Context: an optimization exercise on an open-source flow, tuned for small area and a short achievable clock period. The choices shown serve that exercise and are no tape-out recipe. Where RTL was checked, it was by simulation tests only, not by an equivalence proof against the original. Only the layout flow was run in run 2; the RTL was not checked for function there. No activity file was given, so power comes from the tool's default toggle rates.

## flow/design.v (module list and top-level ports; edited modules follow where they fit)
// module hwpe_stream_fifo: 51 lines
// module hwpe_shift_fifo: 51 lines
// module hwpe_ctrl_decode: 99 lines
// module hwpe_mac_engine: 1045 lines
// module hwpe_result_unit: 55 lines
// module cluster_hwpe_tile: 114 lines
module cluster_hwpe_tile #(
  parameter int unsigned OpndDepth = 4,
  parameter int unsigned ResDepth  = 4
) (
  input  logic                               clk_i,
  input  logic                               rst_n_i,
  input  logic                               wb_cyc_i,
  input  logic                               wb_stb_i,
  input  logic                               wb_we_i,
  input  logic [tile_cfg_pkg::WB_ADDR_W-1:0] wb_adr_i,
  input  logic [tile_cfg_pkg::WB_DATA_W-1:0] wb_dat_i,
  output logic [tile_cfg_pkg::WB_DATA_W-1:0] wb_dat_o,
  output logic                               wb_ack_o,
  output logic                               wb_err_o,
  output logic                               evt_o
);
  // ...
==> flow/flow/run.sh <==
#!/bin/bash
# Standard synthesis, then the standard layout with a tighter setup
# target for repair_timing and plain buffers on the ports; each step logs
# to its own file here (the ORFS logs are under orfs/logs).
# The clock and constraints are unchanged.
set -euo pipefail
MARGIN=${MARGIN:-6.6}
bash standard.sh synth > synth.log 2>&1
bash standard.sh SETUP_SLACK_MARGIN=$MARGIN "BUFFER_PORTS_ARGS=-buffer_cell sky130_fd_sc_hd__buf_2" finish > layout.log 2>&1
==> flow/standard.sh <==
#!/bin/bash
# synth_recipe.tcl (not shown) runs the flow's synth.tcl, then flattens the netlist and writes it again
# the make line also repeats each setting of config.mk as NAME=value (left out here)
make -C /OpenROAD-flow-scripts/flow DESIGN_CONFIG=/design/flow/config.mk WORK_HOME=/design/flow/orfs CLKGATE_MAP_FILE= SYNTH_SCRIPT=/design/flow/synth_recipe.tcl "${@:-finish}"
==> flow/config.mk <==
export PLATFORM = sky130hd
export DESIGN_NAME = cluster_hwpe_tile
export DESIGN_NICKNAME = cluster_hwpe_tile
export VERILOG_FILES = /design/flow/design.v
export SDC_FILE = /design/flow/constraint.sdc
export NUM_CORES = 4
export LEC_CHECK = 0
export ABC_CLOCK_PERIOD_IN_PS = 3500
export CAP_MARGIN = 20
export CORE_MARGIN = 2
export CORE_UTILIZATION = 40
export CTS_CLUSTER_DIAMETER = 120
export CTS_CLUSTER_SIZE = 24
export SLEW_MARGIN = 20
==> flow/constraint.sdc <==
create_clock -name core_clock -period 10.0 [get_ports {clk_i}]
set_input_delay 2.0000 -clock core_clock [delete_from_list [all_inputs] [get_ports {clk_i}]]
set_output_delay 2.0000 -clock core_clock [all_outputs]
set_load 0.01 [all_outputs]
==> notes.md, run 1 <==
final std cells w/o fill=between 3000 and 4000; Residual DRC=0; clk sinks=472; dpl cells=2970; Hold Path Depth=2; Lkg Pwr=10.5 nW; Synth Area in Compound Gates=8.58%; Signal buf overhead=3.46%; Seq cells post-synth=472; count of warnings emitted by yosys=7; Non-clk bufs=139; Worst Path Class, Setup=reg2reg; overall routed net length=67400 um; Layout Nets=~2400; main combinational cell family by area after synthesis=XOR/XNOR gates; GRT met1 Usage=~28%; Max-area cell class=sequential cells; Die Y=261 um; DR WL met3=3610 um; core outline area=65500 um^2; hold_sp=i_decode.ctrl_q[25]$_DFFE_PP_; WP buf/inv=1; Finished Cell Area=approximately 29000 um^2; via count=around 16000; # Taps=about 860; Worst R2R Path Depth=10; total of max-cap violations=0; maximum VDD drop=153 uV; Post-synth ARST share=6.57%; RSZ-0062 raised after global routing=true; clk latency of the worst-skew pair=590 ps; status=finished clean; cts repair resizes=32
==> run 2: changes to the inputs <==
--- a/flow/design.v
+++ b/flow/design.v
@@ -572,35 +572,35 @@
   logic fs65, fc65;
   assign fs65 = x2[7] ^ hc8 ^ hs9;
   assign fc65 = (x2[7] & hc8) | (x2[7] & hs9) | (hc8 & hs9);
   logic fs66, fc66;
   assign fs66 = neg_q[4] ^ x1[8] ^ x2[8];
   assign fc66 = (neg_q[4] & x1[8]) | (neg_q[4] & x2[8]) | (x1[8] & x2[8]);
   logic fs67, fc67;
   assign fs67 = hc9 ^ fs12 ^ hs10;
-  assign fc67 = (hc9 ^ fs12) ? hs10 : hc9;
+  assign fc67 = (hc9 & fs12) | (hc9 & hs10) | (fs12 & hs10);
   logic fs68, fc68;
   assign fs68 = x1[9] ^ x2[9] ^ fc12;
   assign fc68 = (x1[9] & x2[9]) | (x1[9] & fc12) | (x2[9] & fc12);
   logic fs69, fc69;
   assign fs69 = hc10 ^ fs13 ^ hs11;
-  assign fc69 = (hc10 ^ fs13) ? hs11 : hc10;
+  assign fc69 = (hc10 & fs13) | (hc10 & hs11) | (fs13 & hs11);
   logic fs70, fc70;
   assign fs70 = x2[10] ^ fc13 ^ hc11;
   assign fc70 = (x2[10] & fc13) | (x2[10] & hc11) | (fc13 & hc11);
   logic fs71, fc71;
   assign fs71 = fs14 ^ fs15 ^ hs12;
-  assign fc71 = (fs14 ^ fs15) ? hs12 : fs14;
+  assign fc71 = (fs14 & fs15) | (fs14 & hs12) | (fs15 & hs12);
   logic fs72, fc72;
   assign fs72 = fc14 ^ fc15 ^ hc12;
   assign fc72 = (fc14 & fc15) | (fc14 & hc12) | (fc15 & hc12);
   logic fs73, fc73;
   assign fs73 = fs16 ^ fs17 ^ hs13;
-  assign fc73 = (fs16 ^ fs17) ? hs13 : fs16;
+  assign fc73 = (fs16 & fs17) | (fs16 & hs13) | (fs17 & hs13);
   logic fs74, fc74;
   assign fs74 = fc16 ^ fc17 ^ hc13;
   assign fc74 = (fc16 & fc17) | (fc16 & hc13) | (fc17 & hc13);
   logic fs75, fc75;
   assign fs75 = fs18 ^ fs19 ^ fs20;
   assign fc75 = (fs18 ^ fs19) ? fs20 : fs18;
   logic fs76, fc76;
   assign fs76 = fc18 ^ fc19 ^ fc20;
@@ -668,29 +668,29 @@
   logic fs97, fc97;
   assign fs97 = fs51 ^ fs52 ^ fs53;
   assign fc97 = (fs51 ^ fs52) ? fs53 : fs51;
   logic fs98, fc98;
   assign fs98 = fc51 ^ fc52 ^ fc53;
   assign fc98 = (fc51 ^ fc52) ? fc53 : fc51;
   logic fs99, fc99;
   assign fs99 = fs54 ^ fs55 ^ hs14;
-  assign fc99 = (fs54 ^ fs55) ? hs14 : fs54;
+  assign fc99 = (fs54 & fs55) | (fs54 & hs14) | (fs55 & hs14);
   logic fs100, fc100;
   assign fs100 = x2[25] ^ fc54 ^ fc55;
   assign fc100 = (x2[25] & fc54) | (x2[25] & fc55) | (fc54 & fc55);
   logic fs101, fc101;
   assign fs101 = hc14 ^ fs56 ^ fs57;
-  assign fc101 = (hc14 ^ fs56) ? fs57 : hc14;
+  assign fc101 = (hc14 & fs56) | (hc14 & fs57) | (fs56 & fs57);
   logic fs102, fc102;
   assign fs102 = x2[26] ^ 1'b1 ^ fc56;
   assign fc102 = (x2[26] & 1'b1) | (x2[26] & fc56) | (1'b1 & fc56);
   logic fs103, fc103;
   assign fs103 = fc57 ^ fs58 ^ hs15;
-  assign fc103 = (fc57 ^ fs58) ? hs15 : fc57;
+  assign fc103 = (fc57 & fs58) | (fc57 & hs15) | (fs58 & hs15);
   logic fs104, fc104;
   assign fs104 = bp8[11] ^ x1[27] ^ x2[27];
   assign fc104 = (bp8[11] & x1[27]) | (bp8[11] & x2[27]) | (x1[27] & x2[27]);
   logic fs105, fc105;
   assign fs105 = fc58 ^ hc15 ^ fs59;
   assign fc105 = (fc58 & hc15) | (fc58 & fs59) | (hc15 & fs59);
   logic fs106, fc106;
   assign fs106 = bp8[12] ^ x1[28] ^ x2[28];
@@ -731,20 +731,20 @@
   logic fs115, fc115;
   assign fs115 = fc60 ^ hc19 ^ fs61;
   assign fc115 = (fc60 & hc19) | (fc60 & fs61) | (hc19 & fs61);
   logic fs116, fc116;
   assign fs116 = fc61 ^ hc20 ^ fs62;
   assign fc116 = (fc61 & hc20) | (fc61 & fs62) | (hc20 & fs62);
   logic fs117, fc117;
   assign fs117 = fc62 ^ fc63 ^ fs64;
-  assign fc117 = (fc62 & fc63) | (fc62 & fs64) | (fc63 & fs64);
+  assign fc117 = (fc62 ^ fc63) ? fs64 : fc62;
   logic fs118, fc118;
   assign fs118 = fc64 ^ fc65 ^ fs66;
-  assign fc118 = (fc64 & fc65) | (fc64 & fs66) | (fc65 & fs66);
+  assign fc118 = (fc64 ^ fc65) ? fs66 : fc64;
   logic fs119, fc119;
   assign fs119 = fc66 ^ fc67 ^ fs68;
   assign fc119 = (fc66 ^ fc67) ? fs68 : fc66;
   logic fs120, fc120;
   assign fs120 = fc68 ^ fc69 ^ fs70;
   assign fc120 = (fc68 ^ fc69) ? fs70 : fc68;
   logic fs121, fc121;
   assign fs121 = fc70 ^ fc71 ^ fs72;
@@ -800,17 +800,17 @@
   logic fs138, fc138;
   assign fs138 = fc104 ^ fc105 ^ fs106;
   assign fc138 = (fc104 ^ fc105) ? fs106 : fc104;
   logic fs139, fc139;
   assign fs139 = fc106 ^ fc107 ^ fs108;
   assign fc139 = (fc106 ^ fc107) ? fs108 : fc106;
   logic fs140, fc140;
   assign fs140 = fc108 ^ fc109 ^ fs110;
-  assign fc140 = (fc108 ^ fc109) ? fs110 : fc108;
+  assign fc140 = (fc108 & fc109) | (fc108 & fs110) | (fc109 & fs110);
   logic fs141, fc141;
   assign fs141 = x2[31] ^ fc110 ^ hc21;
   assign fc141 = (x2[31] & fc110) | (x2[31] & hc21) | (fc110 & hc21);
   logic hs24, hc24;
   assign hs24 = x1[0] ^ x2[0];
   assign hc24 = x1[0] & x2[0];
   logic fs142, fc142;
   assign fs142 = x2[1] ^ hc22 ^ hs23;
@@ -827,20 +827,20 @@
   logic fs146, fc146;
   assign fs146 = hs20 ^ fc114 ^ fs115;
   assign fc146 = (hs20 & fc114) | (hs20 & fs115) | (fc114 & fs115);
   logic fs147, fc147;
   assign fs147 = fs63 ^ fc115 ^ fs116;
   assign fc147 = (fs63 & fc115) | (fs63 & fs116) | (fc115 & fs116);
   logic fs148, fc148;
   assign fs148 = fs65 ^ fc116 ^ fs117;
-  assign fc148 = (fs65 ^ fc116) ? fs117 : fs65;
+  assign fc148 = (fs65 & fc116) | (fs65 & fs117) | (fc116 & fs117);
   logic fs149, fc149;
   assign fs149 = fs67 ^ fc117 ^ fs118;
-  assign fc149 = (fs67 ^ fc117) ? fs118 : fs67;
+  assign fc149 = (fs67 & fc117) | (fs67 & fs118) | (fc117 & fs118);
   logic fs150, fc150;
   assign fs150 = fs69 ^ fc118 ^ fs119;
   assign fc150 = (fs69 ^ fc118) ? fs119 : fs69;
   logic fs151, fc151;
   assign fs151 = fs71 ^ fc119 ^ fs120;
   assign fc151 = (fs71 ^ fc119) ? fs120 : fs71;
   logic fs152, fc152;
   assign fs152 = fs73 ^ fc120 ^ fs121;
@@ -893,17 +893,17 @@
   logic fs168, fc168;
   assign fs168 = fs105 ^ fc136 ^ fs137;
   assign fc168 = (fs105 ^ fc136) ? fs137 : fs105;
   logic fs169, fc169;
   assign fs169 = fs107 ^ fc137 ^ fs138;
   assign fc169 = (fs107 ^ fc137) ? fs138 : fs107;
   logic fs170, fc170;
   assign fs170 = fs109 ^ fc138 ^ fs139;
-  assign fc170 = (fs109 ^ fc138) ? fs139 : fs109;
+  assign fc170 = (fs109 & fc138) | (fs109 & fs139) | (fc138 & fs139);
   logic fs171, fc171;
   assign fs171 = hs21 ^ fc139 ^ fs140;
   assign fc171 = (hs21 & fc139) | (hs21 & fs140) | (fc139 & fs140);
   logic fs172, fc172;
   assign fs172 = fs111 ^ fc140 ^ fs141;
   assign fc172 = (fs111 & fc140) | (fs111 & fs141) | (fc140 & fs141);
   assign tree_s[0] = hs22;
   assign tree_c[0] = hs24;
==> notes.md, run 2 <==
initial DRC count=1383 (was 1615); Period minus WS final=3360 ps (was 3430 ps); Regs by FF count=i_opnd_fifo.mem_q x128, i_res_fifo.mem_q x128 (unchanged); Residual DRC=0 (unchanged); CTS tree=done (unchanged); core outline area=64600 um^2 (was 65500 um^2); most frequent cell after synthesis=edfxtp_1 (unchanged); Layout Nets=2395 (was 2369); Yosys top cell area share=42.2% (was 42.0%); Slew Limit Fails=0 (unchanged); Max Freq=297 MHz (was 292 MHz); Pre-antenna DRT Iters=7 (was 5); Gate power share=45.8% (was 46.6%); Final Wtd Congestion=0.822 (was 0.843); most frequent CP cell=buf_4 (was xor2_1); commonest non-fill, non-tap cell in the layout=edfxtp_1 (unchanged); die width=260 um (was 261 um); clk sinks=472 (unchanged); slowest stage delay, CP=400 ps (was 600 ps); n_diodes=0 (unchanged); global route total overflow=0 (unchanged); post-synthesis adder-cell area fraction=11.7% (was 11.6%); xor and xnor area share after synthesis=11.9% (was 12.9%); Num CTS Buffers=24 (unchanged); Critical-path top delay cell=edfxtp_1 (was fa_2); area leader, netlist=edfxtp_1 (unchanged); Seq cells post-synth=472 (unchanged); sequential power share=38.0% (was 37.3%); library cells used by synthesis=65 (unchanged); CP arrival=3700 ps (was 3770 ps); Max-slew headroom=32.0% (was 33.7%); Hold Path Class=reg2reg (unchanged); overall routed net length=68700 um (was 67400 um); # IOs=104 (unchanged); Syn Inst Count=2111 (was 2115); top flip-flop cell by instance count after synthesis=edfxtp_1 (unchanged); Worst Setup Start Kind=flip-flop (unchanged); status=finished clean (unchanged); number of flops mapped to enable cells by yosys=368 (unchanged); vias per inst=5.46 (was 5.40); count of warnings emitted by yosys=7 (unchanged); commonest cells after routing, fill and taps aside=edfxtp_1, xnor2_1, nand2_1, a22oi_1, inv_1 (unchanged); P_sw=0.00239 W (was 0.00242 W); Final Hold Violating Endpoints=0 (unchanged); initial antenna violation count=1 (unchanged); share of cells above drive strength 1=18.0% (was 16.5%); RSZ-0062 raised after global routing=true (unchanged); Critical Path RT=10340 ps (about the same); setup TNS=0 ps (unchanged); maximum VDD drop=114 uV (was 153 uV); largest net degree at the start of global routing=67 (unchanged); Clock Skews=30.4 ps (was 25.8 ps); Sw Ratio=35.1% (was 35.0%); clk latency of the worst-skew pair=590 ps (about the same); CP Cell Sequence=ha_2 -> inv_2 -> fa_2 -> nor2b_2 -> o21ai_2 -> a21boi_2 -> o311a_1 -> o211ai_1 -> buf_4 -> a21o_4 -> and2_4 -> buf_6 -> o41ai_4 -> buf_4 -> and4_1 -> nor3_1 -> buf_4 (was buf_4 -> a22oi_1 -> xor2_1 -> xor2_1 -> xnor2_2 -> maj3_2 -> fa_1 -> fa_2 -> xor2_1 -> xnor2_1); fraction of power consumed by the clock network=16.1% (about the same); P_int=0.00441 W (was 0.00449 W); Clock Tree Buf Depth=3 (unchanged); H-tree depth=1 (unchanged); root buf cell=clkbuf_16 (unchanged); Post-synth ARST share=6.57% (unchanged); post-synthesis sequential area ratio=50.8% (was 50.5%); Hold Path Depth=2 (unchanged); fin util=44.9% (was 44.0%); total track usage=20.2% (was 19.6%); WHS=497 ps (was 502 ps); Lkg Pwr=10.7 nW (was 10.5 nW); Worst Path Class, Setup=reg2reg (unchanged); via count=16600 (was 16400); Clk pin slew, worst setup/hold paths=90 ps (was 110 ps); Worst Path Max Fanout=4 (was 17); total die area=67500 um^2 (was 67900 um^2); Final ANT Viol Nets=0 (unchanged); Area growth syn-to-layout=10.9% (was 9.60%); number of global-route vias before repair=16600 (was 16000); Die Y=260 um (was 261 um); R2R setup slack=6640 ps (was 6570 ps); Setup violations, final=0 (unchanged); CP Capture Type=flip-flop (unchanged); synth cell count leaders=edfxtp_1, xnor2_1, nand2_1, a22oi_1, inv_1 (unchanged); post-synthesis mux area share=6.52% (was 6.47%); Rows=93 (was 94); Port Buf Inserts=73 (unchanged); Final period util=33.6% (was 34.3%); Synth Area in Compound Gates=8.71% (was 8.58%); pwr/cell area=234 nW/um^2 (was 239 nW/um^2); top post-synthesis cells by area=edfxtp_1, xnor2_1, fa_1, dfxtp_1, a22oi_1 (was edfxtp_1, xnor2_1, dfxtp_1, fa_1, a22oi_1); Avg Inst Size Synth=12.4 um^2 (about the same); Post-Synth Simple-Gate Area=6.64% (was 6.41%); Netlist Area Pre-Place=26200 um^2 (was 26300 um^2); hpwl dp=45700 um (was 45200 um); Initial Utilization=40.5% (was 40.2%); first-pass GRT wire length=103000 um (was 101000 um); main combinational cell family by area after synthesis=XOR/XNOR gates (unchanged); Worst R2R Path Depth=17 (was 10); total of max-cap violations=0 (unchanged); worst slew pin tran=1020 ps (was 994 ps); syn_nets=2339 (was 2333); DR WL/cell=22.6 um (was 22.2 um)
==> run 2: cell types whose count changed after synthesis, sizes merged, moves of 5 or more <==
cell | previous run | this run
fa | 70 | 80
o21ai | 73 | 86
maj3 | 65 | 46
clkbuf | 72 | 86
buf | 58 | 44
nor2 | 82 | 87
and3 | 11 | 3
and2 | 23 | 34
xnor2 | 309 | 271
xor2 | 60 | 76
inv | 102 | 109
==> run 2: layout make-up <==
class	count	area (um^2)
clock inverter	4	53.8
sequential	472	13300
clock buffer	38	653
multi-input combinational	1398	12200
timing repair buffer	159	1210
timing repair inverter	1	7.51
inverter	111	437
tap	855	1070
fill	5882	35600
==> run 2: what timing repair did <==
item | in CTS | in global routing
hold buffers | 0 | 0
setup buffers | 32 | 17
pin swaps | 13 | 20
resized for setup | 45 | 62
endpoints found under the setup margin | 147 | 104
gates cloned | 1 | 0
==> run 2: worst paths after layout <==
check,end,from
setup / recovery,i_res_fifo.mem_q[1][31]$_DFFE_PP_,i_engine.s_q[0]$_DFFE_PP_
hold / removal,i_decode.wb_dat_o[30]$_DFF_P_,i_decode.ctrl_q[30]$_DFFE_PP_
setup reg to reg,i_res_fifo.mem_q[1][31]$_DFFE_PP_,i_engine.s_q[0]$_DFFE_PP_
hold reg to reg,i_decode.wb_dat_o[30]$_DFF_P_,i_decode.ctrl_q[30]$_DFFE_PP_
max in group asynchronous,i_res_fifo.rd_ptr_q[0]$_DFFE_PN0P_,rst_n_i
min in group asynchronous,i_res_fifo.rd_ptr_q[0]$_DFFE_PN0P_,rst_n_i
==> run 2: power by group through the flow <==
| stage | registers (W) | clock network [W] | logic [W] |
|---|---|---|---|
| 4_1_cts | 0.00259 | 0.00112 | 0.00304 |
| 3_3_place_gp | 0.00263 | 0 | 0.00289 |
| 5_1_grt | 0.00260 | 0.00119 | 0.00345 |
| 6_report | 0.00258 | 0.00110 | 0.00311 |
| 3_5_place_dp | 0.00264 | 0 | 0.00298 |
| 2_1_floorplan | 0.00255 | 0 | 0.00247 |
==> run 2: critical path: cells and delay by family (launching register included) <==
family                     cells  cell delay [ps]
AOI/OAI and AO/OA              6              970
adders and majority gates      2              560
buffers and inverters          5              680
DFF                            1              400
and+or+nand+nor                4              490
==> run 2: kinds of logic after synthesis <==
kind of cell | count (synthesis)
AO/OA/AOI/OAI | 340
buffers and inverters | 241
XOR/XNOR | 350
adder cells (fa/ha/maj) | 205
flip-flops | 472
multiplexers | 122
AND/OR/NAND/NOR | 381
==> run 2: routing by layer <==
| metal | track usage [%] | vias to the layer above | wire [um] |
|---|---|---|---|
| met5 | 0 | - | 0 |
| met3 | 2.41 | 81 | 4200 |
| met2 | 34.0 | 573 | 33500 |
| li1 | - | 7511 | - |
| met1 | 27.8 | 8428 | 29400 |
| met4 | 4.74 | 0 | 1610 |
==> run 2: per-stage QoR <==
step	worst slack, ps	instance area (um^2)	instances	power [W]
6_report	6640	29000	3038	0.00679
5_1_grt	6480	29000	3038	0.00724
4_1_cts	6610	28500	3021	0.00675
3_5_place_dp	5810	27400	2946	0.00562
3_3_place_gp	5830	27400	2946	0.00553
2_1_floorplan	6570	26200	2111	0.00501

[what the ideal ports hide]
No port has a modelled driver above. Below, the same layouts with a new extraction and two added sets of constraints.
Step 1 assumes that a clkbuf_16 drives the clock port and a buf_2 every other input.
Step 2, shift: input delay + t, output delay - t, t = (earliest + latest rising clock arrival at the registers) / 2. This alone moves slack from input paths to output paths.
Slacks: ideal / step 1 / step 2; pairs: ideal / step 1.
| run | t (ns) | setup slack, ns | slew at the worst register clock pin (ns) | worst slew at a driven data input, ns | pins driven straight from the clock port |
|---|---|---|---|---|---|
| run 1 | 0.633 | 6.570 / 6.570 / 6.141 | 0.11 / 0.11 | 0.06 | 1 |
| run 2 | 0.633 | 6.637 / 6.637 / 6.116 | 0.11 / 0.11 | 0.05 | 1 |
After both steps every run listed still meets setup and hold. The setup slack of run 2, which loses most, moves by 0.000 ns with the drivers and by -0.521 ns with both steps.
